This design comes from an exercise in tuning for small area, a short achievable clock period and few clock cycles per item on the open sky130 flow, not from production work. The RTL was checked by simulation tests, not by an equivalence proof against the original design. Power is estimated from default activity; no workload was simulated.

==> flow/design.v <==
module data_memory_ctrl (
  input  logic        clk,
  input  logic        rst,
  input  logic        req_valid,
  output logic        req_ready,
  input  logic        req_we,
  input  logic [2:0]  req_funct3,
  input  logic [31:0] req_addr,
  input  logic [31:0] req_wdata,
  output logic        rsp_valid,
  output logic [31:0] rsp_rdata,
  output logic        rsp_err
);
  logic        illegal, misalign, out_of_range, fault;
  logic [3:0]  be;
  logic [31:0] wlanes;
  always_comb begin
    be       = 4'b0000;
    wlanes   = req_wdata;
    misalign = 1'b0;
    illegal  = 1'b0;
    case (req_funct3)
      3'b000, 3'b100: begin
        be      = 4'b0001 << req_addr[1:0];
        wlanes  = {4{req_wdata[7:0]}};
        illegal = req_we && req_funct3[2];
      end
      3'b001, 3'b101: begin
        be       = req_addr[1] ? 4'b1100 : 4'b0011;
        wlanes   = {2{req_wdata[15:0]}};
        misalign = req_addr[0];
        illegal  = req_we && req_funct3[2];
      end
      3'b010: begin
        be       = 4'b1111;
        misalign = |req_addr[1:0];
      end
      default: illegal = 1'b1;
    endcase
    out_of_range = |req_addr[31:8];
    fault        = illegal || misalign || out_of_range;
  end
  logic        ready_q;
  logic        v1_q;        
  logic        err1_q;      
  logic        ld1_q;       
  logic [3:0]  wbe1_q;      
  logic [7:0]  hi1_n_q;     
  logic [7:0]  lo1_n_q;     
  logic [1:0]  off1_q;
  logic [2:0]  f31_q;
  logic [31:0] wd1_q;
  wire accept = req_valid && ready_q;
  always_ff @(posedge clk) begin
    if (rst) begin
      ready_q <= 1'b0;
      v1_q    <= 1'b0;
      wbe1_q  <= 4'b0000;
    end else begin
      ready_q <= 1'b1;
      v1_q    <= accept;
      wbe1_q  <= (accept && !fault && req_we) ? be : 4'b0000;
    end
  end
  always_ff @(posedge clk) begin
    err1_q <= fault;
    ld1_q  <= !fault && !req_we;
    hi1_n_q <= ~(8'b1 << req_addr[7:5]);
    lo1_n_q <= ~(8'b1 << req_addr[4:2]);
    off1_q <= req_addr[1:0];
    f31_q  <= req_funct3;
    wd1_q  <= wlanes;
  end
  assign req_ready = ready_q;
  logic [31:0] mem_q [64];
  logic [63:0] sel1;
  for (genvar w = 0; w < 64; w++) begin : g_sel
    dm_nor2 u_sel (.a(hi1_n_q[w / 8]), .b(lo1_n_q[w % 8]), .y(sel1[w]));
  end
  logic [63:0] wsel_n;
  logic [3:0]  wbe_n;
  logic [3:0]  we_lane [64];
  assign wsel_n = ~sel1;
  assign wbe_n  = ~wbe1_q;
  for (genvar w = 0; w < 64; w++) begin : g_we
    for (genvar b = 0; b < 4; b++) begin : g_lane
      dm_nor2 u_we (.a(wsel_n[w]), .b(wbe_n[b]), .y(we_lane[w][b]));
    end
  end
  always_ff @(posedge clk) begin
    for (int w = 0; w < 64; w++) begin
      for (int b = 0; b < 4; b++) begin
        if (we_lane[w][b]) mem_q[w][8*b +: 8] <= wd1_q[8*b +: 8];
      end
    end
  end
  logic [31:0] word;
  for (genvar b = 0; b < 32; b++) begin : g_rd
    logic [21:0] grp_n;
    for (genvar g = 0; g < 21; g++) begin : g_ao3
      dm_aoi222 u_ao (
        .d ({mem_q[3*g+2][b], mem_q[3*g+1][b], mem_q[3*g][b]}),
        .s (sel1[3*g+2 -: 3]),
        .yn(grp_n[g])
      );
    end
    dm_nand2 u_nd63 (.a(mem_q[63][b]), .b(sel1[63]), .y(grp_n[21]));
    logic [7:0] l1;
    logic [2:0] l2_n;
    for (genvar k = 0; k < 6; k++) begin : g_l1
      dm_nand3 u_n3 (.a(grp_n[3*k]), .b(grp_n[3*k+1]), .c(grp_n[3*k+2]), .y(l1[k]));
    end
    dm_nand2 u_n2a (.a(grp_n[18]), .b(grp_n[19]), .y(l1[6]));
    dm_nand2 u_n2b (.a(grp_n[20]), .b(grp_n[21]), .y(l1[7]));
    dm_nor3  u_r0 (.a(l1[0]), .b(l1[1]), .c(l1[2]), .y(l2_n[0]));
    dm_nor3  u_r1 (.a(l1[3]), .b(l1[4]), .c(l1[5]), .y(l2_n[1]));
    dm_nor2  u_r2 (.a(l1[6]), .b(l1[7]), .y(l2_n[2]));
    dm_nand3 u_w  (.a(l2_n[0]), .b(l2_n[1]), .c(l2_n[2]), .y(word[b]));
  end
  logic        v2_q, err2_q, ld2_q;
  logic [1:0]  off2_q;
  logic [2:0]  f32_q;
  logic [31:0] word2_q;
  always_ff @(posedge clk) begin
    if (rst) v2_q <= 1'b0;
    else     v2_q <= v1_q;
  end
  always_ff @(posedge clk) begin
    err2_q  <= err1_q;
    ld2_q   <= ld1_q;
    off2_q  <= off1_q;
    f32_q   <= f31_q;
    word2_q <= word;
  end
  logic [31:0] shifted, load_val;
  always_comb begin
    shifted = word2_q >> {off2_q, 3'b000};
    case (f32_q)
      3'b000:  load_val = {{24{shifted[7]}}, shifted[7:0]};
      3'b100:  load_val = {24'h000000, shifted[7:0]};
      3'b001:  load_val = {{16{shifted[15]}}, shifted[15:0]};
      3'b101:  load_val = {16'h0000, shifted[15:0]};
      default: load_val = word2_q;
    endcase
  end
  logic        rsp_valid_q, rsp_err_q;
  logic [31:0] rsp_rdata_q;
  always_ff @(posedge clk) begin
    if (rst) rsp_valid_q <= 1'b0;
    else     rsp_valid_q <= v2_q;
  end
  always_ff @(posedge clk) begin
    rsp_err_q   <= err2_q;
    rsp_rdata_q <= ld2_q ? load_val : 32'h0;
  end
  assign rsp_valid = rsp_valid_q;
  assign rsp_rdata = rsp_rdata_q;
  assign rsp_err   = rsp_err_q;
endmodule
module dm_aoi222 (
  input  logic [2:0] d,
  input  logic [2:0] s,
  output logic       yn
);
  assign yn = ~|(d & s);
endmodule
module dm_nand2 (
  input  logic a,
  input  logic b,
  output logic y
);
  assign y = ~(a & b);
endmodule
module dm_nor2 (
  input  logic a,
  input  logic b,
  output logic y
);
  assign y = ~(a | b);
endmodule
module dm_nand3 (
  input  logic a,
  input  logic b,
  input  logic c,
  output logic y
);
  assign y = ~(a & b & c);
endmodule
module dm_nor3 (
  input  logic a,
  input  logic b,
  input  logic c,
  output logic y
);
  assign y = ~(a | b | c);
endmodule
export LEC_CHECK = 0
export ABC_CLOCK_PERIOD_IN_PS = 2500
export CAP_MARGIN = 20
export CORE_MARGIN = 2
export CORE_UTILIZATION = 70
export CTS_CLUSTER_DIAMETER = 120
export CTS_CLUSTER_SIZE = 25
export SETUP_SLACK_MARGIN = 3.3
export SLEW_MARGIN = 20
export SYNTH_HIERARCHICAL = 1
create_clock -name core_clock -period 5.5 [get_ports {clk}]
standard.sh (not shown) runs the stock make flow with config.mk's settings and CLKGATE_MAP_FILE= SYNTH_SCRIPT=/design/flow/synth_recipe.tcl, a recipe that flattens the netlist after the stock synthesis.
==> flow/flow/run.sh <==
#!/bin/bash
set -euo pipefail
bash standard.sh \
  MATCH_CELL_FOOTPRINT=0 \
  "BUFFER_PORTS_ARGS=-buffer_cell sky130_fd_sc_hd__buf_2" \
  "CTS_ARGS=-sink_clustering_enable -repair_clock_nets -sink_clustering_size 25 -sink_clustering_max_diameter 120 -dont_use_dummy_load" \
  finish > flow_make.log 2>&1
The baseline went through all stages and came out clean.
Testbench counts at the start, summed over its fixed seeds: cycles 12,024, items 12,000.
Next try:
--- a/flow/design.v
+++ b/flow/design.v
@@ -44,10 +44,9 @@
   logic        v1_q;        
   logic        err1_q;      
   logic        ld1_q;       
   logic [3:0]  wbe1_q;      
-  logic [7:0]  hi1_n_q;     
-  logic [7:0]  lo1_n_q;     
+  logic [63:0] sel1_q;      
   logic [1:0]  off1_q;
   logic [2:0]  f31_q;
   logic [31:0] wd1_q;
   wire accept = req_valid && ready_q;
@@ -64,24 +63,19 @@
   end
   always_ff @(posedge clk) begin
     err1_q <= fault;
     ld1_q  <= !fault && !req_we;
-    hi1_n_q <= ~(8'b1 << req_addr[7:5]);
-    lo1_n_q <= ~(8'b1 << req_addr[4:2]);
+    sel1_q <= 64'b1 << req_addr[7:2];
     off1_q <= req_addr[1:0];
     f31_q  <= req_funct3;
     wd1_q  <= wlanes;
   end
   assign req_ready = ready_q;
   logic [31:0] mem_q [64];
-  logic [63:0] sel1;
-  for (genvar w = 0; w < 64; w++) begin : g_sel
-    dm_nor2 u_sel (.a(hi1_n_q[w / 8]), .b(lo1_n_q[w % 8]), .y(sel1[w]));
-  end
   logic [63:0] wsel_n;
   logic [3:0]  wbe_n;
   logic [3:0]  we_lane [64];
-  assign wsel_n = ~sel1;
+  assign wsel_n = ~sel1_q;
   assign wbe_n  = ~wbe1_q;
   for (genvar w = 0; w < 64; w++) begin : g_we
     for (genvar b = 0; b < 4; b++) begin : g_lane
       dm_nor2 u_we (.a(wsel_n[w]), .b(wbe_n[b]), .y(we_lane[w][b]));
@@ -99,13 +93,13 @@
     logic [21:0] grp_n;
     for (genvar g = 0; g < 21; g++) begin : g_ao3
       dm_aoi222 u_ao (
         .d ({mem_q[3*g+2][b], mem_q[3*g+1][b], mem_q[3*g][b]}),
-        .s (sel1[3*g+2 -: 3]),
+        .s (sel1_q[3*g+2 -: 3]),
         .yn(grp_n[g])
       );
     end
-    dm_nand2 u_nd63 (.a(mem_q[63][b]), .b(sel1[63]), .y(grp_n[21]));
+    dm_nand2 u_nd63 (.a(mem_q[63][b]), .b(sel1_q[63]), .y(grp_n[21]));
     logic [7:0] l1;
     logic [2:0] l2_n;
     for (genvar k = 0; k < 6; k++) begin : g_l1
       dm_nand3 u_n3 (.a(grp_n[3*k]), .b(grp_n[3*k+1]), .c(grp_n[3*k+2]), .y(l1[k]));
After rerunning: Power grows by 0.94%; cell area is lower by 2.0%; wire length shrinks by 12%; first-iteration DRC count decreases by 27%; sequential power hardly moves; sequential share of layout area went up by 2.6 points; count of clock-buffer cells in the layout climbs by 2; maximum frequency is higher by 19%; worst setup slack improves by 0.44 ns; worst hold slack gets worse by 0.0050 ns; non-clock buffer count is lower by 79; cell count grows by 0.51%; utilization decreases by 2.8 points.
Testbench counts after the change, summed over its fixed seeds: cycles 12,024, items 12,000.


== main ==
Another version of the RTL of data_memory_ctrl (not shown whole).
Size in the first run: ~2200 flip-flops, roughly 110 I/O pins, roughly 71000 µm² of cells after synthesis.
==> module data_memory_ctrl, before the edit <==
module data_memory_ctrl (
  input  logic        clk,
  input  logic        rst,
  input  logic        req_valid,
  output logic        req_ready,
  input  logic        req_we,
  input  logic [2:0]  req_funct3,
  input  logic [31:0] req_addr,
  input  logic [31:0] req_wdata,
  output logic        rsp_valid,
  output logic [31:0] rsp_rdata,
  output logic        rsp_err
);
  logic        illegal, misalign, out_of_range, fault;
  logic [3:0]  be;
  logic [31:0] wlanes;
  always_comb begin
    be       = 4'b0000;
    wlanes   = req_wdata;
    misalign = 1'b0;
    illegal  = 1'b0;
    case (req_funct3)
      3'b000, 3'b100: begin
        be      = 4'b0001 << req_addr[1:0];
        wlanes  = {4{req_wdata[7:0]}};
        illegal = req_we && req_funct3[2];
      end
      3'b001, 3'b101: begin
        be       = req_addr[1] ? 4'b1100 : 4'b0011;
        wlanes   = {2{req_wdata[15:0]}};
        misalign = req_addr[0];
        illegal  = req_we && req_funct3[2];
      end
      3'b010: begin
        be       = 4'b1111;
        misalign = |req_addr[1:0];
      end
      default: illegal = 1'b1;
    endcase
    out_of_range = |req_addr[31:8];
    fault        = illegal || misalign || out_of_range;
  end
  logic        ready_q;
  logic        v1_q;        
  logic        err1_q;      
  logic        ld1_q;       
  logic [3:0]  wbe1_q;      
  logic [63:0] sel1_q;      
  logic [1:0]  off1_q;
  logic [2:0]  f31_q;
  logic [31:0] wd1_q;
  wire accept = req_valid && ready_q;
  logic phase_q;
  always_ff @(posedge clk) phase_q <= ~phase_q;
  always_ff @(posedge clk) begin
    if (rst) begin
      ready_q <= 1'b0;
      v1_q    <= 1'b0;
      wbe1_q  <= 4'b0000;
    end else begin
      ready_q <= 1'b1;
      v1_q    <= accept;
      wbe1_q  <= (accept && !fault && req_we) ? be : 4'b0000;
    end
  end
  always_ff @(posedge clk) begin
    err1_q <= fault;
    ld1_q  <= !fault && !req_we;
    sel1_q <= 64'b1 << req_addr[7:2];
    off1_q <= req_addr[1:0];
    f31_q  <= req_funct3;
    wd1_q  <= wlanes ^ {32{~phase_q}};    
  end
  assign req_ready = ready_q;
  logic [31:0] mem_q [64];
  logic [63:0] wsel_n;
  logic [3:0]  wbe_n;
  logic [3:0]  we_lane [64];
  logic [3:0]  hold_lane [64];
  assign wsel_n = ~sel1_q;
  assign wbe_n  = ~wbe1_q;
  for (genvar w = 0; w < 64; w++) begin : g_we
    for (genvar b = 0; b < 4; b++) begin : g_lane
      dm_nor2  u_we (.a(wsel_n[w]), .b(wbe_n[b]), .y(we_lane[w][b]));
      dm_nand2 u_hd (.a(sel1_q[w]), .b(wbe1_q[b]), .y(hold_lane[w][b]));
    end
  end
  logic [31:0] mem_d [64];
  for (genvar w = 0; w < 64; w++) begin : g_nx
    for (genvar i = 0; i < 32; i++) begin : g_bit
      dm_oai22 u_nx (
        .a1(mem_q[w][i]), .a2(we_lane[w][i / 8]),
        .b1(hold_lane[w][i / 8]), .b2(wd1_q[i]),
        .y (mem_d[w][i])
      );
    end
  end
  always_ff @(posedge clk) begin
    for (int w = 0; w < 64; w++) mem_q[w] <= mem_d[w];
  end
  logic [31:0] word;
  for (genvar b = 0; b < 32; b++) begin : g_rd
    logic [21:0] grp_n;
    for (genvar g = 0; g < 21; g++) begin : g_ao3
      dm_aoi222 u_ao (
        .d ({mem_q[3*g+2][b], mem_q[3*g+1][b], mem_q[3*g][b]}),
        .s (sel1_q[3*g+2 -: 3]),
        .yn(grp_n[g])
      );
    end
    dm_nand2 u_nd63 (.a(mem_q[63][b]), .b(sel1_q[63]), .y(grp_n[21]));
    logic [7:0] l1;
    logic [2:0] l2_n;
    for (genvar k = 0; k < 6; k++) begin : g_l1
      dm_nand3 u_n3 (.a(grp_n[3*k]), .b(grp_n[3*k+1]), .c(grp_n[3*k+2]), .y(l1[k]));
    end
    dm_nand2 u_n2a (.a(grp_n[18]), .b(grp_n[19]), .y(l1[6]));
    dm_nand2 u_n2b (.a(grp_n[20]), .b(grp_n[21]), .y(l1[7]));
    dm_nor3  u_r0 (.a(l1[0]), .b(l1[1]), .c(l1[2]), .y(l2_n[0]));
    dm_nor3  u_r1 (.a(l1[3]), .b(l1[4]), .c(l1[5]), .y(l2_n[1]));
    dm_nor2  u_r2 (.a(l1[6]), .b(l1[7]), .y(l2_n[2]));
    dm_nand3 u_w  (.a(l2_n[0]), .b(l2_n[1]), .c(l2_n[2]), .y(word[b]));
  end
  logic        v2_q, err2_q, ld2_q;
  logic [1:0]  off2_q;
  logic [2:0]  f32_q;
  logic [31:0] word2_q;
  always_ff @(posedge clk) begin
    if (rst) v2_q <= 1'b0;
    else     v2_q <= v1_q;
  end
  always_ff @(posedge clk) begin
    err2_q  <= err1_q;
    ld2_q   <= ld1_q;
    off2_q  <= off1_q;
    f32_q   <= f31_q;
    word2_q <= word;
  end
  logic [31:0] shifted, load_val, word3;
  assign word3 = word2_q ^ {32{~phase_q}};
  always_comb begin
    shifted = word3 >> {off2_q, 3'b000};
    case (f32_q)
      3'b000:  load_val = {{24{shifted[7]}}, shifted[7:0]};
      3'b100:  load_val = {24'h000000, shifted[7:0]};
      3'b001:  load_val = {{16{shifted[15]}}, shifted[15:0]};
      3'b101:  load_val = {16'h0000, shifted[15:0]};
      default: load_val = word3;
    endcase
  end
  logic        rsp_valid_q, rsp_err_q;
  logic [31:0] rsp_rdata_q;
  always_ff @(posedge clk) begin
    if (rst) rsp_valid_q <= 1'b0;
    else     rsp_valid_q <= v2_q;
  end
  always_ff @(posedge clk) begin
    rsp_err_q   <= err2_q;
    rsp_rdata_q <= ld2_q ? load_val : 32'h0;
  end
  assign rsp_valid = rsp_valid_q;
  assign rsp_rdata = rsp_rdata_q;
  assign rsp_err   = rsp_err_q;
endmodule
==> module dm_oai22, before the edit <==
module dm_oai22 (
  input  logic a1,
  input  logic a2,
  input  logic b1,
  input  logic b2,
  output logic y
);
  assign y = ~((a1 | a2) & (b1 | b2));
endmodule
clock: 5.5 ns
lec_check: 0
abc_clock_period_in_ps: 2500
cap_margin: 20
core_margin: 2
core_utilization: 70
cts_cluster_diameter: 120
cts_cluster_size: 25
setup_slack_margin: 3.5
slew_margin: 20
synth_hierarchical: 1
Scripts as last shown in full above: flow/flow/run.sh
main went all the way through synthesis, placement and routing and the layout is clean on timing, DRC and antenna.
Testbench counts of main, summed over its fixed seeds: cycles 12,024, items 12,000.
Relative to main, the following input files were edited for the feature branch:
==> flow/design.v, changed modules only <==
module data_memory_ctrl (
  input  logic        clk,
  input  logic        rst,
  input  logic        req_valid,
  output logic        req_ready,
  input  logic        req_we,
  input  logic [2:0]  req_funct3,
  input  logic [31:0] req_addr,
  input  logic [31:0] req_wdata,
  output logic        rsp_valid,
  output logic [31:0] rsp_rdata,
  output logic        rsp_err
);
  logic        illegal, misalign, out_of_range, fault;
  logic [3:0]  be;
  logic [31:0] wlanes;
  always_comb begin
    be       = 4'b0000;
    wlanes   = req_wdata;
    misalign = 1'b0;
    illegal  = 1'b0;
    case (req_funct3)
      3'b000, 3'b100: begin
        be      = 4'b0001 << req_addr[1:0];
        wlanes  = {4{req_wdata[7:0]}};
        illegal = req_we && req_funct3[2];
      end
      3'b001, 3'b101: begin
        be       = req_addr[1] ? 4'b1100 : 4'b0011;
        wlanes   = {2{req_wdata[15:0]}};
        misalign = req_addr[0];
        illegal  = req_we && req_funct3[2];
      end
      3'b010: begin
        be       = 4'b1111;
        misalign = |req_addr[1:0];
      end
      default: illegal = 1'b1;
    endcase
    out_of_range = |req_addr[31:8];
    fault        = illegal || misalign || out_of_range;
  end
  logic        ready_q;
  logic        v1_q;        
  logic        err1_q;      
  logic        ld1_q;       
  logic [3:0]  wbe1_q;      
  logic [63:0] sel1_q;      
  logic [1:0]  off1_q;
  logic [2:0]  f31_q;
  logic [31:0] wd1_q;
  wire accept = req_valid && ready_q;
  always_ff @(posedge clk) begin
    if (rst) begin
      ready_q <= 1'b0;
      v1_q    <= 1'b0;
      wbe1_q  <= 4'b0000;
    end else begin
      ready_q <= 1'b1;
      v1_q    <= accept;
      wbe1_q  <= (accept && !fault && req_we) ? be : 4'b0000;
    end
  end
  always_ff @(posedge clk) begin
    err1_q <= fault;
    ld1_q  <= !fault && !req_we;
    sel1_q <= 64'b1 << req_addr[7:2];
    off1_q <= req_addr[1:0];
    f31_q  <= req_funct3;
    wd1_q  <= wlanes;
  end
  assign req_ready = ready_q;
  logic [31:0] mem_q [64];
  logic [63:0] wsel_n;
  logic [3:0]  wbe_n;
  logic [3:0]  we_lane [64];
  assign wsel_n = ~sel1_q;
  assign wbe_n  = ~wbe1_q;
  for (genvar w = 0; w < 64; w++) begin : g_we
    for (genvar b = 0; b < 4; b++) begin : g_lane
      dm_nor2 u_we (.a(wsel_n[w]), .b(wbe_n[b]), .y(we_lane[w][b]));
    end
  end
  always_ff @(posedge clk) begin
    for (int w = 0; w < 64; w++) begin
      for (int b = 0; b < 4; b++) begin
        if (we_lane[w][b]) mem_q[w][8*b +: 8] <= wd1_q[8*b +: 8];
      end
    end
  end
  logic [31:0] word;
  for (genvar b = 0; b < 32; b++) begin : g_rd
    logic [21:0] grp_n;
    for (genvar g = 0; g < 21; g++) begin : g_ao3
      dm_aoi222 u_ao (
        .d ({mem_q[3*g+2][b], mem_q[3*g+1][b], mem_q[3*g][b]}),
        .s (sel1_q[3*g+2 -: 3]),
        .yn(grp_n[g])
      );
    end
    dm_nand2 u_nd63 (.a(mem_q[63][b]), .b(sel1_q[63]), .y(grp_n[21]));
    logic [7:0] l1;
    logic [2:0] l2_n;
    for (genvar k = 0; k < 6; k++) begin : g_l1
      dm_nand3 u_n3 (.a(grp_n[3*k]), .b(grp_n[3*k+1]), .c(grp_n[3*k+2]), .y(l1[k]));
    end
    dm_nand2 u_n2a (.a(grp_n[18]), .b(grp_n[19]), .y(l1[6]));
    dm_nand2 u_n2b (.a(grp_n[20]), .b(grp_n[21]), .y(l1[7]));
    dm_nor3  u_r0 (.a(l1[0]), .b(l1[1]), .c(l1[2]), .y(l2_n[0]));
    dm_nor3  u_r1 (.a(l1[3]), .b(l1[4]), .c(l1[5]), .y(l2_n[1]));
    dm_nor2  u_r2 (.a(l1[6]), .b(l1[7]), .y(l2_n[2]));
    dm_nand3 u_w  (.a(l2_n[0]), .b(l2_n[1]), .c(l2_n[2]), .y(word[b]));
  end
  logic        v2_q, err2_q, ld2_q;
  logic [1:0]  off2_q;
  logic [2:0]  f32_q;
  logic [31:0] word2_q;
  always_ff @(posedge clk) begin
    if (rst) v2_q <= 1'b0;
    else     v2_q <= v1_q;
  end
  always_ff @(posedge clk) begin
    err2_q  <= err1_q;
    ld2_q   <= ld1_q;
    off2_q  <= off1_q;
    f32_q   <= f31_q;
    word2_q <= word;
  end
  logic [31:0] shifted, load_val;
  always_comb begin
    shifted = word2_q >> {off2_q, 3'b000};
    case (f32_q)
      3'b000:  load_val = {{24{shifted[7]}}, shifted[7:0]};
      3'b100:  load_val = {24'h000000, shifted[7:0]};
      3'b001:  load_val = {{16{shifted[15]}}, shifted[15:0]};
      3'b101:  load_val = {16'h0000, shifted[15:0]};
      default: load_val = word2_q;
    endcase
  end
  logic        rsp_valid_q, rsp_err_q;
  logic [31:0] rsp_rdata_q;
  always_ff @(posedge clk) begin
    if (rst) rsp_valid_q <= 1'b0;
    else     rsp_valid_q <= v2_q;
  end
  always_ff @(posedge clk) begin
    rsp_err_q   <= err2_q;
    rsp_rdata_q <= ld2_q ? load_val : 32'h0;
  end
  assign rsp_valid = rsp_valid_q;
  assign rsp_rdata = rsp_rdata_q;
  assign rsp_err   = rsp_err_q;
endmodule
// module dm_oai22 removed
What the feature branch reported for number of gates resized after cts has to be multiplied by 1.5 to get the figure for main. Number of sinks driven by the clock tree across the feature branch and main: no real change. Re layout overhead on the synthesized area: main was higher than the feature branch. A slowest stage cell on the critical path of dfxtp_2 is what the feature branch shows, while dfxtp_4 belongs to main. When the final numbers for the feature branch and main were put side by side, the leakage dissipation turned out to be smaller in the feature branch. Cmp the feature branch and main / sequential share of layout area / higher: the feature branch.
Testbench counts of the feature branch, summed over its fixed seeds: cycles 12,024, items 12,000.

[static timing again, ports no longer ideal]
In the flow no input, the clock included, has a driving cell. The finished layouts below were timed again as built, in two steps. Step 1: set_driving_cell puts a clkbuf_16 on clk and a buf_2 on each other input, an assumption about the parent block. Step 2 moves the port delays by t, midway between the first and last clock arrival at a register: inputs arrive t later, outputs are due t later. That takes back most of the time a late clock gives input paths. Three values: ideal, step 1, step 2; two values: the first two.
run | t (ns) | setup WS [ns] | clock arrival spread, ns | worst register clock-pin slew, ns | worst slew at a driven data input, ns
the first run of note 1 | 0.798 | 2.749 / 2.749 / 2.749 | 0.048 / 0.048 | 0.10 / 0.10 | 0.12
the second run of note 1 | 0.780 | 3.185 / 3.106 / 2.857 | 0.053 / 0.053 | 0.10 / 0.10 | 0.15
main | 0.791 | 3.105 / 3.022 / 2.820 | 0.047 / 0.047 | 0.10 / 0.10 | 0.18
the feature branch | 0.790 | 3.234 / 3.154 / 2.859 | 0.058 / 0.058 | 0.10 / 0.10 | 0.11
After both steps every run listed still meets setup and hold. For the feature branch, which loses most, drivers alone change the setup slack by -0.080 ns; drivers and shift together by -0.375 ns.
